Background: an optimization exercise with open tools, aiming at small area and few clock cycles. Do not read the settings as production practice. At most, simulation tests tie the RTL to the original design; equivalence was not proved. No activity file was given, so power comes from the tool's default toggle rates.

==> job 230: inputs <==
## led_pattern_sequencer
module led_pattern_sequencer
(
    input  logic        i_clk,
    input  logic        i_rst_n,
    input  logic        i_cfg_we,
    input  logic [2:0]  i_cfg_idx,
    input  logic [31:0] i_cfg_data,
    input  logic        i_in_valid,
    output logic        o_in_stall,
    input  logic [1:0]  i_kind,
    input  logic [31:0] i_now_ms,
    input  logic [3:0]  i_pattern_id,
    output logic        o_out_valid,
    input  logic        i_out_stall,
    output logic [3:0]  o_pixel_index,
    output logic [7:0]  o_red,
    output logic [7:0]  o_green,
    output logic [7:0]  o_blue,
    output logic [7:0]  o_brightness,
    output logic [3:0]  o_pattern_shown,
    output logic        o_last
);
export LEC_CHECK = 0
export CAP_MARGIN = 20
export CORE_MARGIN = 2
export CORE_UTILIZATION = 55
export CTS_BUF_LIST = sky130_fd_sc_hd__clkbuf_16
export CTS_CLUSTER_DIAMETER = 80
export CTS_CLUSTER_SIZE = 20
export GPL_TIMING_DRIVEN = 0
export SLEW_MARGIN = 20
create_clock -name core_clock -period 10.0 [get_ports {i_clk}]
run.sh (not shown) runs the stock make flow with config.mk's settings and CLKGATE_MAP_FILE= SYNTH_SCRIPT=/design/flow/synth_recipe.tcl, a recipe that flattens the netlist after the stock synthesis.
==> job 1884 (differences from job 230) <==
--- a/flow/design.v
+++ b/flow/design.v
@@ -67,12 +67,41 @@
             s[i] = a[i] ^ b[i] ^ c;
             c    = (a[i] & b[i]) | (a[i] & c) | (b[i] & c);
         end
         s[24] = c;
         radd = s;
     endfunction
+    function automatic logic gp_tree(input logic [31:0] g, input logic [31:0] p);
+        logic [31:0] gg, pp;
+        gg = g;
+        pp = p;
+        for (int w = 16; w >= 1; w = w / 2) begin
+            for (int i = 0; i < w; i++) begin
+                gg[i] = gg[2 * i + 1] | (pp[2 * i + 1] & gg[2 * i]);
+                pp[i] = pp[2 * i + 1] & pp[2 * i];
+            end
+        end
+        gp_tree = gg[0];
+    endfunction
+    function automatic logic time_ge(input logic [31:0] t, input logic [31:0] s, input logic [31:0] x);
+        logic [31:0] ns, nx, sm, cy, g, p;
+        logic        co, brw;
+        ns = ~s;
+        nx = ~x;
+        sm = t ^ ns ^ nx;
+        cy = (t & ns) | (t & nx) | (ns & nx);
+        g[0] = 1'b1;                  
+        p[0] = 1'b0;
+        for (int i = 1; i < 32; i++) begin
+            g[i] = sm[i] & cy[i - 1];
+            p[i] = sm[i] | cy[i - 1];
+        end
+        co  = gp_tree(g, p);
+        brw = gp_tree(~t & s, ~(t ^ s));
+        time_ge = brw ? (co | cy[31]) : (co & cy[31]);
+    endfunction
     function automatic logic [31:0] bk_sub(input logic [31:0] a, input logic [31:0] b);
         logic [31:0] g, p, gg, pp, d;
         g  = a & ~b;
         p  = a ^ ~b;
         gg = g;
         pp = p;
@@ -221,44 +250,31 @@
 );
     logic [7:0]  w_w, w_k;
     logic [24:0] w_sum;
     logic        w_b1, w_b2;
     logic [23:0] w_wheel;
     logic        w_on;
-    logic [3:0]  w_pal, w_mirror;
+    logic [3:0]  w_pal;
     always_comb begin
         w_w   = (i_arg == 8'd255) ? 8'd0 : i_arg;
         w_b1  = (w_w >= 8'd85);
         w_b2  = (w_w >= 8'd170);
         w_sum = lps_pkg::radd({16'd0, w_w}, {16'd0, w_w[6:0], w_b1}, w_b2);
         w_k   = w_sum[7:0];
         if (!w_b1)      w_wheel = {w_k, ~w_k, 8'd0};
         else if (!w_b2) w_wheel = {~w_k, 8'd0, w_k};
         else            w_wheel = {8'd0, w_k, ~w_k};
     end
-    always_comb begin
-        case (i_pix)
-            4'd0:    w_mirror = 4'd8;
-            4'd1:    w_mirror = 4'd7;
-            4'd2:    w_mirror = 4'd6;
-            4'd3:    w_mirror = 4'd5;
-            4'd4:    w_mirror = 4'd4;
-            4'd5:    w_mirror = 4'd3;
-            4'd6:    w_mirror = 4'd2;
-            4'd7:    w_mirror = 4'd1;
-            default: w_mirror = 4'd0;
-        endcase
-    end
     assign w_pal = i_pat[0] ? lps_pkg::addmod9(i_pix, i_arg[3:0]) : i_arg[3:0];
     always_comb begin
         case (i_pat)
             4'd1, 4'd2: w_on = (i_arg == {4'd0, i_pix});
             4'd3:       w_on = (i_arg == 8'd0);
             4'd4, 4'd8: w_on = 1'b1;
             4'd5:       w_on = (i_arg[3:0] == i_pix) || (i_arg[7:4] == i_pix);
-            4'd6:       w_on = (i_arg[7:2] == 6'd0) && (i_arg[3:0] == i_pix || i_arg[3:0] == w_mirror);
+            4'd6:       w_on = (i_arg[7:2] == 6'd0) && (i_arg[3:0] == i_pix || i_arg[3:0] == 4'd8 - i_pix);
             4'd7:       w_on = ((i_arg != 8'd0) == !i_pix[0]);
             default:    w_on = 1'b0;
         endcase
         case (i_pat)
             4'd9, 4'd12: o_rgb = lps_pkg::palette(w_pal);
             4'd10:   o_rgb = i_rnd;
@@ -308,15 +324,14 @@
     logic [3:0]  r_pix;
     logic [3:0]  r_opat;
     logic [7:0]  r_oarg;
     logic [31:0] w_x1, w_x2, w_x3;
     logic [3:0]  w_m13, w_m10a, w_m10b;
     logic        w_mvalid, w_rng_chg;
-    logic [31:0] w_diff;
-    logic        w_need_rc, w_sel, w_cmp;
-    logic        r_phase, r_rotf;
+    logic        w_mca, w_sel, w_cmp;
+    logic        r_phase, r_duef;
     logic        w_due, w_rot_time, w_rot;
     logic        w_take, w_out_free, w_p10_busy, w_ok, w_acc;
     logic        w_tick, w_frame, w_cfg;
     logic [7:0]  w_bq;
     logic        w_bvalid, w_bstart;
     logic [6:0]  w_lvl, w_sv;
@@ -328,18 +343,18 @@
     logic        n_ca;
     logic [2:0]  n_speed;
     logic [23:0] w_rgb;
     assign w_x1 = lps_pkg::xorshift(r_rng);
     assign w_x2 = lps_pkg::xorshift(w_x1);
     assign w_x3 = lps_pkg::xorshift(w_x2);
-    assign w_need_rc  = w_tick && (n_ca || r_ca);
-    assign w_sel      = !r_phase && w_need_rc;
-    assign w_diff     = lps_pkg::bk_sub(i_now_ms, w_sel ? r_last_rot : r_last_frame);
-    assign w_cmp      = (w_diff >= (w_sel ? r_rot_int : {9'd0, r_period}));
-    assign w_due      = w_cmp;
-    assign w_rot_time = r_phase && r_rotf;
+    assign w_cmp      = lps_pkg::time_ge(i_now_ms, r_phase ? r_last_rot : r_last_frame,
+                                         r_phase ? r_rot_int : {9'd0, r_period});
+    assign w_due      = r_phase ? r_duef : w_cmp;
+    assign w_mca      = w_due ? n_ca : r_ca;
+    assign w_sel      = w_tick && !r_phase && !r_pbusy && w_mca;
+    assign w_rot_time = r_phase && w_cmp;
     assign w_take     = r_ov && !i_out_stall;
     assign w_out_free = !r_ov || (w_take && r_pix == 4'd8);
     assign w_p10_busy = r_ov && (r_opat == 4'd10);
     assign w_tick = (i_kind == 2'd0);
     always_comb begin
         w_ok = 1'b1;
@@ -416,13 +431,13 @@
                 n_c     = {4'd0, w_m10a};
                 n_arg   = {4'd0, w_m10a};
             end
             default: ;
         endcase
     end
-    assign w_rot = w_acc && w_tick && w_rot_time && (w_due ? n_ca : r_ca);
+    assign w_rot = w_acc && w_tick && w_rot_time && w_mca;
     assign w_lvl    = (r_c > 8'd200) ? 7'd0 : (r_c > 8'd100) ? 7'(8'd200 - r_c) : r_c[6:0];
     assign w_bstart = w_frame || w_rot || (w_cfg && i_cfg_idx == 3'd3);
     lps_ctrl u_bri (
         .i_clk   (i_clk),
         .i_rst_n (i_rst_n),
         .i_start (w_bstart),
@@ -448,13 +463,13 @@
     );
     always_ff @(posedge i_clk) begin
         if (!i_rst_n || !i_in_valid || w_acc) begin
             r_phase <= 1'b0;
         end else if (w_sel) begin
             r_phase <= 1'b1;
-            r_rotf  <= w_cmp;
+            r_duef  <= w_cmp;
         end
     end
     assign w_sv     = lps_pkg::speed_value(r_speed);
     assign w_pnext  = lps_pkg::radd({r_period[21:0], 1'b0}, {8'd0, w_sv[3'd6 - r_pcnt] ? r_frame_int : 16'd0}, 1'b0);
     assign w_pstart = (w_frame && n_speed != r_speed) || (w_cfg && i_cfg_idx == 3'd4);
     assign w_pcode  = w_frame ? n_speed : r_speed;
==> flow/flow/run.sh (new file) <==
#!/bin/bash
# Own layout flow: the standard flow (standard.sh) with two changes:
#  - synthesis maps the logic with an area-oriented ABC script (flow/abc_speed.script),
#    everything else in synthesis unchanged (same registers, same names);
#  - port buffers use sky130_fd_sc_hd__buf_1 instead of the default buffer cell.
# Every tool writes its full log under orfs/logs/ (ORFS); make's output goes to make_flow.log.
set -euo pipefail
here="$PWD"
rm -rf "$here/scripts_own"
cp -r "$FLOW_HOME/scripts" "$here/scripts_own"
cp "$here/flow/abc_speed.script" "$here/scripts_own/abc_speed.script"
export BUFFER_PORTS_ARGS="-buffer_cell sky130_fd_sc_hd__buf_1"
bash standard.sh "SCRIPTS_DIR=$here/scripts_own" "BUFFER_PORTS_ARGS=$BUFFER_PORTS_ARGS" finish > "$here/make_flow.log" 2>&1
==> flow/flow/abc_speed.script (new file) <==
&get -n
&st
&syn2
&dch -f
&nf -a
&st
&syn2
&dch -f
&nf -a
&st
&syn2
&dch -f
&nf -a
&put
==> flow/standard.sh (new file) <==
#!/bin/bash
# synth_recipe.tcl (not shown) runs the flow's synth.tcl, then flattens the netlist and writes it again
# the make line also repeats each setting of config.mk as NAME=value (left out here)
make -C /OpenROAD-flow-scripts/flow DESIGN_CONFIG=/design/flow/config.mk WORK_HOME=/design/flow/orfs CLKGATE_MAP_FILE= SYNTH_SCRIPT=/design/flow/synth_recipe.tcl "${@:-finish}"
- CORE_UTILIZATION: 55 -> 60
- CTS_BUF_LIST: sky130_fd_sc_hd__clkbuf_16 -> sky130_fd_sc_hd__clkbuf_8
- CTS_CLUSTER_DIAMETER: 80 -> 50
- CTS_CLUSTER_SIZE: 20 -> 12
removed: flow/run.sh
==> job 8298 (differences from job 230) <==
--- a/flow/design.v
+++ b/flow/design.v
@@ -67,12 +67,41 @@
             s[i] = a[i] ^ b[i] ^ c;
             c    = (a[i] & b[i]) | (a[i] & c) | (b[i] & c);
         end
         s[24] = c;
         radd = s;
     endfunction
+    function automatic logic gp_tree(input logic [31:0] g, input logic [31:0] p);
+        logic [31:0] gg, pp;
+        gg = g;
+        pp = p;
+        for (int w = 16; w >= 1; w = w / 2) begin
+            for (int i = 0; i < w; i++) begin
+                gg[i] = gg[2 * i + 1] | (pp[2 * i + 1] & gg[2 * i]);
+                pp[i] = pp[2 * i + 1] & pp[2 * i];
+            end
+        end
+        gp_tree = gg[0];
+    endfunction
+    function automatic logic time_ge(input logic [31:0] t, input logic [31:0] s, input logic [31:0] x);
+        logic [31:0] ns, nx, sm, cy, g, p;
+        logic        co, brw;
+        ns = ~s;
+        nx = ~x;
+        sm = t ^ ns ^ nx;
+        cy = (t & ns) | (t & nx) | (ns & nx);
+        g[0] = 1'b1;                  
+        p[0] = 1'b0;
+        for (int i = 1; i < 32; i++) begin
+            g[i] = sm[i] & cy[i - 1];
+            p[i] = sm[i] | cy[i - 1];
+        end
+        co  = gp_tree(g, p);
+        brw = gp_tree(~t & s, ~(t ^ s));
+        time_ge = brw ? (co | cy[31]) : (co & cy[31]);
+    endfunction
     function automatic logic [31:0] bk_sub(input logic [31:0] a, input logic [31:0] b);
         logic [31:0] g, p, gg, pp, d;
         g  = a & ~b;
         p  = a ^ ~b;
         gg = g;
         pp = p;
@@ -221,44 +250,31 @@
 );
     logic [7:0]  w_w, w_k;
     logic [24:0] w_sum;
     logic        w_b1, w_b2;
     logic [23:0] w_wheel;
     logic        w_on;
-    logic [3:0]  w_pal, w_mirror;
+    logic [3:0]  w_pal;
     always_comb begin
         w_w   = (i_arg == 8'd255) ? 8'd0 : i_arg;
         w_b1  = (w_w >= 8'd85);
         w_b2  = (w_w >= 8'd170);
         w_sum = lps_pkg::radd({16'd0, w_w}, {16'd0, w_w[6:0], w_b1}, w_b2);
         w_k   = w_sum[7:0];
         if (!w_b1)      w_wheel = {w_k, ~w_k, 8'd0};
         else if (!w_b2) w_wheel = {~w_k, 8'd0, w_k};
         else            w_wheel = {8'd0, w_k, ~w_k};
     end
-    always_comb begin
-        case (i_pix)
-            4'd0:    w_mirror = 4'd8;
-            4'd1:    w_mirror = 4'd7;
-            4'd2:    w_mirror = 4'd6;
-            4'd3:    w_mirror = 4'd5;
-            4'd4:    w_mirror = 4'd4;
-            4'd5:    w_mirror = 4'd3;
-            4'd6:    w_mirror = 4'd2;
-            4'd7:    w_mirror = 4'd1;
-            default: w_mirror = 4'd0;
-        endcase
-    end
     assign w_pal = i_pat[0] ? lps_pkg::addmod9(i_pix, i_arg[3:0]) : i_arg[3:0];
     always_comb begin
         case (i_pat)
             4'd1, 4'd2: w_on = (i_arg == {4'd0, i_pix});
             4'd3:       w_on = (i_arg == 8'd0);
             4'd4, 4'd8: w_on = 1'b1;
             4'd5:       w_on = (i_arg[3:0] == i_pix) || (i_arg[7:4] == i_pix);
-            4'd6:       w_on = (i_arg[7:2] == 6'd0) && (i_arg[3:0] == i_pix || i_arg[3:0] == w_mirror);
+            4'd6:       w_on = (i_arg[7:2] == 6'd0) && (i_arg[3:0] == i_pix || i_arg[3:0] == 4'd8 - i_pix);
             4'd7:       w_on = ((i_arg != 8'd0) == !i_pix[0]);
             default:    w_on = 1'b0;
         endcase
         case (i_pat)
             4'd9, 4'd12: o_rgb = lps_pkg::palette(w_pal);
             4'd10:   o_rgb = i_rnd;
@@ -308,15 +324,14 @@
     logic [3:0]  r_pix;
     logic [3:0]  r_opat;
     logic [7:0]  r_oarg;
     logic [31:0] w_x1, w_x2, w_x3;
     logic [3:0]  w_m13, w_m10a, w_m10b;
     logic        w_mvalid, w_rng_chg;
-    logic [31:0] w_diff;
-    logic        w_need_rc, w_sel, w_cmp;
-    logic        r_phase, r_rotf;
+    logic        w_mca, w_sel, w_cmp;
+    logic        r_phase, r_duef;
     logic        w_due, w_rot_time, w_rot;
     logic        w_take, w_out_free, w_p10_busy, w_ok, w_acc;
     logic        w_tick, w_frame, w_cfg;
     logic [7:0]  w_bq;
     logic        w_bvalid, w_bstart;
     logic [6:0]  w_lvl, w_sv;
@@ -328,18 +343,18 @@
     logic        n_ca;
     logic [2:0]  n_speed;
     logic [23:0] w_rgb;
     assign w_x1 = lps_pkg::xorshift(r_rng);
     assign w_x2 = lps_pkg::xorshift(w_x1);
     assign w_x3 = lps_pkg::xorshift(w_x2);
-    assign w_need_rc  = w_tick && (n_ca || r_ca);
-    assign w_sel      = !r_phase && w_need_rc;
-    assign w_diff     = lps_pkg::bk_sub(i_now_ms, w_sel ? r_last_rot : r_last_frame);
-    assign w_cmp      = (w_diff >= (w_sel ? r_rot_int : {9'd0, r_period}));
-    assign w_due      = w_cmp;
-    assign w_rot_time = r_phase && r_rotf;
+    assign w_cmp      = lps_pkg::time_ge(i_now_ms, r_phase ? r_last_rot : r_last_frame,
+                                         r_phase ? r_rot_int : {9'd0, r_period});
+    assign w_due      = r_phase ? r_duef : w_cmp;
+    assign w_mca      = w_due ? n_ca : r_ca;
+    assign w_sel      = w_tick && !r_phase && !r_pbusy && w_mca;
+    assign w_rot_time = r_phase && w_cmp;
     assign w_take     = r_ov && !i_out_stall;
     assign w_out_free = !r_ov || (w_take && r_pix == 4'd8);
     assign w_p10_busy = r_ov && (r_opat == 4'd10);
     assign w_tick = (i_kind == 2'd0);
     always_comb begin
         w_ok = 1'b1;
@@ -416,13 +431,13 @@
                 n_c     = {4'd0, w_m10a};
                 n_arg   = {4'd0, w_m10a};
             end
             default: ;
         endcase
     end
-    assign w_rot = w_acc && w_tick && w_rot_time && (w_due ? n_ca : r_ca);
+    assign w_rot = w_acc && w_tick && w_rot_time && w_mca;
     assign w_lvl    = (r_c > 8'd200) ? 7'd0 : (r_c > 8'd100) ? 7'(8'd200 - r_c) : r_c[6:0];
     assign w_bstart = w_frame || w_rot || (w_cfg && i_cfg_idx == 3'd3);
     lps_ctrl u_bri (
         .i_clk   (i_clk),
         .i_rst_n (i_rst_n),
         .i_start (w_bstart),
@@ -448,13 +463,13 @@
     );
     always_ff @(posedge i_clk) begin
         if (!i_rst_n || !i_in_valid || w_acc) begin
             r_phase <= 1'b0;
         end else if (w_sel) begin
             r_phase <= 1'b1;
-            r_rotf  <= w_cmp;
+            r_duef  <= w_cmp;
         end
     end
     assign w_sv     = lps_pkg::speed_value(r_speed);
     assign w_pnext  = lps_pkg::radd({r_period[21:0], 1'b0}, {8'd0, w_sv[3'd6 - r_pcnt] ? r_frame_int : 16'd0}, 1'b0);
     assign w_pstart = (w_frame && n_speed != r_speed) || (w_cfg && i_cfg_idx == 3'd4);
     assign w_pcode  = w_frame ? n_speed : r_speed;
==> results.txt <==
	job 230	job 8298	job 1884
Met1 routing resource usage after global routing	47.2%	47.4%	47.7%
Number of clock buffer instances in the layout	25	27	46
Clock sinks	293	289	289
Vias in the first global route	21300	20800	19200
Cell leakage power	10.3 nW	10.6 nW	8.85 nW
Maximum fanout along the worst path	7	11	12
Number of I/O port buffers	115	114	120
Result of the run	complete, no violations	complete, no violations	complete, no violations
Avg Cell Area, Syn	8.28 µm²	8.24 µm²	8.06 µm²
Basic-gate share of the synthesized area counting and, or, nand and nor cells	16.5%	17.3%	16.7%
Critical path endpoint	o_in_stall	o_blue[7]	o_green[7]
Initial antenna violation count	3	0	4
M3 GR Usage	7.62%	5.28%	6.90%
Testbench counts of job 1884, summed over its fixed seeds: cycles 34,724.
Testbench counts of job 8298, summed over its fixed seeds: cycles 34,724.
Only the layout flow was run in job 230; the RTL was not checked for function there.

==> re-timing with driven ports <==
Ports are ideal in the flow. The routed layouts listed here were re-timed in OpenROAD. Step 1 assumes that a clkbuf_16 drives the clock port and a buf_2 every other input. Step 2 adds t to the input delays and takes it off the output delays; t is the mean of the earliest and latest rising clock arrival at the registers after step 1. Input paths then give back, and output paths get back, about the clock's delay inside the block. Slacks: ideal ports / drivers / drivers and shift; pairs: ideal ports / drivers.
| run | shift t [ns] | setup slack, ns | worst slew at a driven data input, ns |
|---|---|---|---|
| job 230 | 0.648 | 0.250 / 0.228 / 0.228 | 0.09 |
| job 1884 | 0.676 | 0.920 / 0.865 / 0.940 | 0.09 |
| job 8298 | 0.635 | 0.620 / 0.559 / 0.923 | 0.05 |
After both steps every run listed still meets setup and hold. For job 230, which loses most, drivers alone change the setup slack by -0.022 ns; drivers and shift together by -0.022 ns.
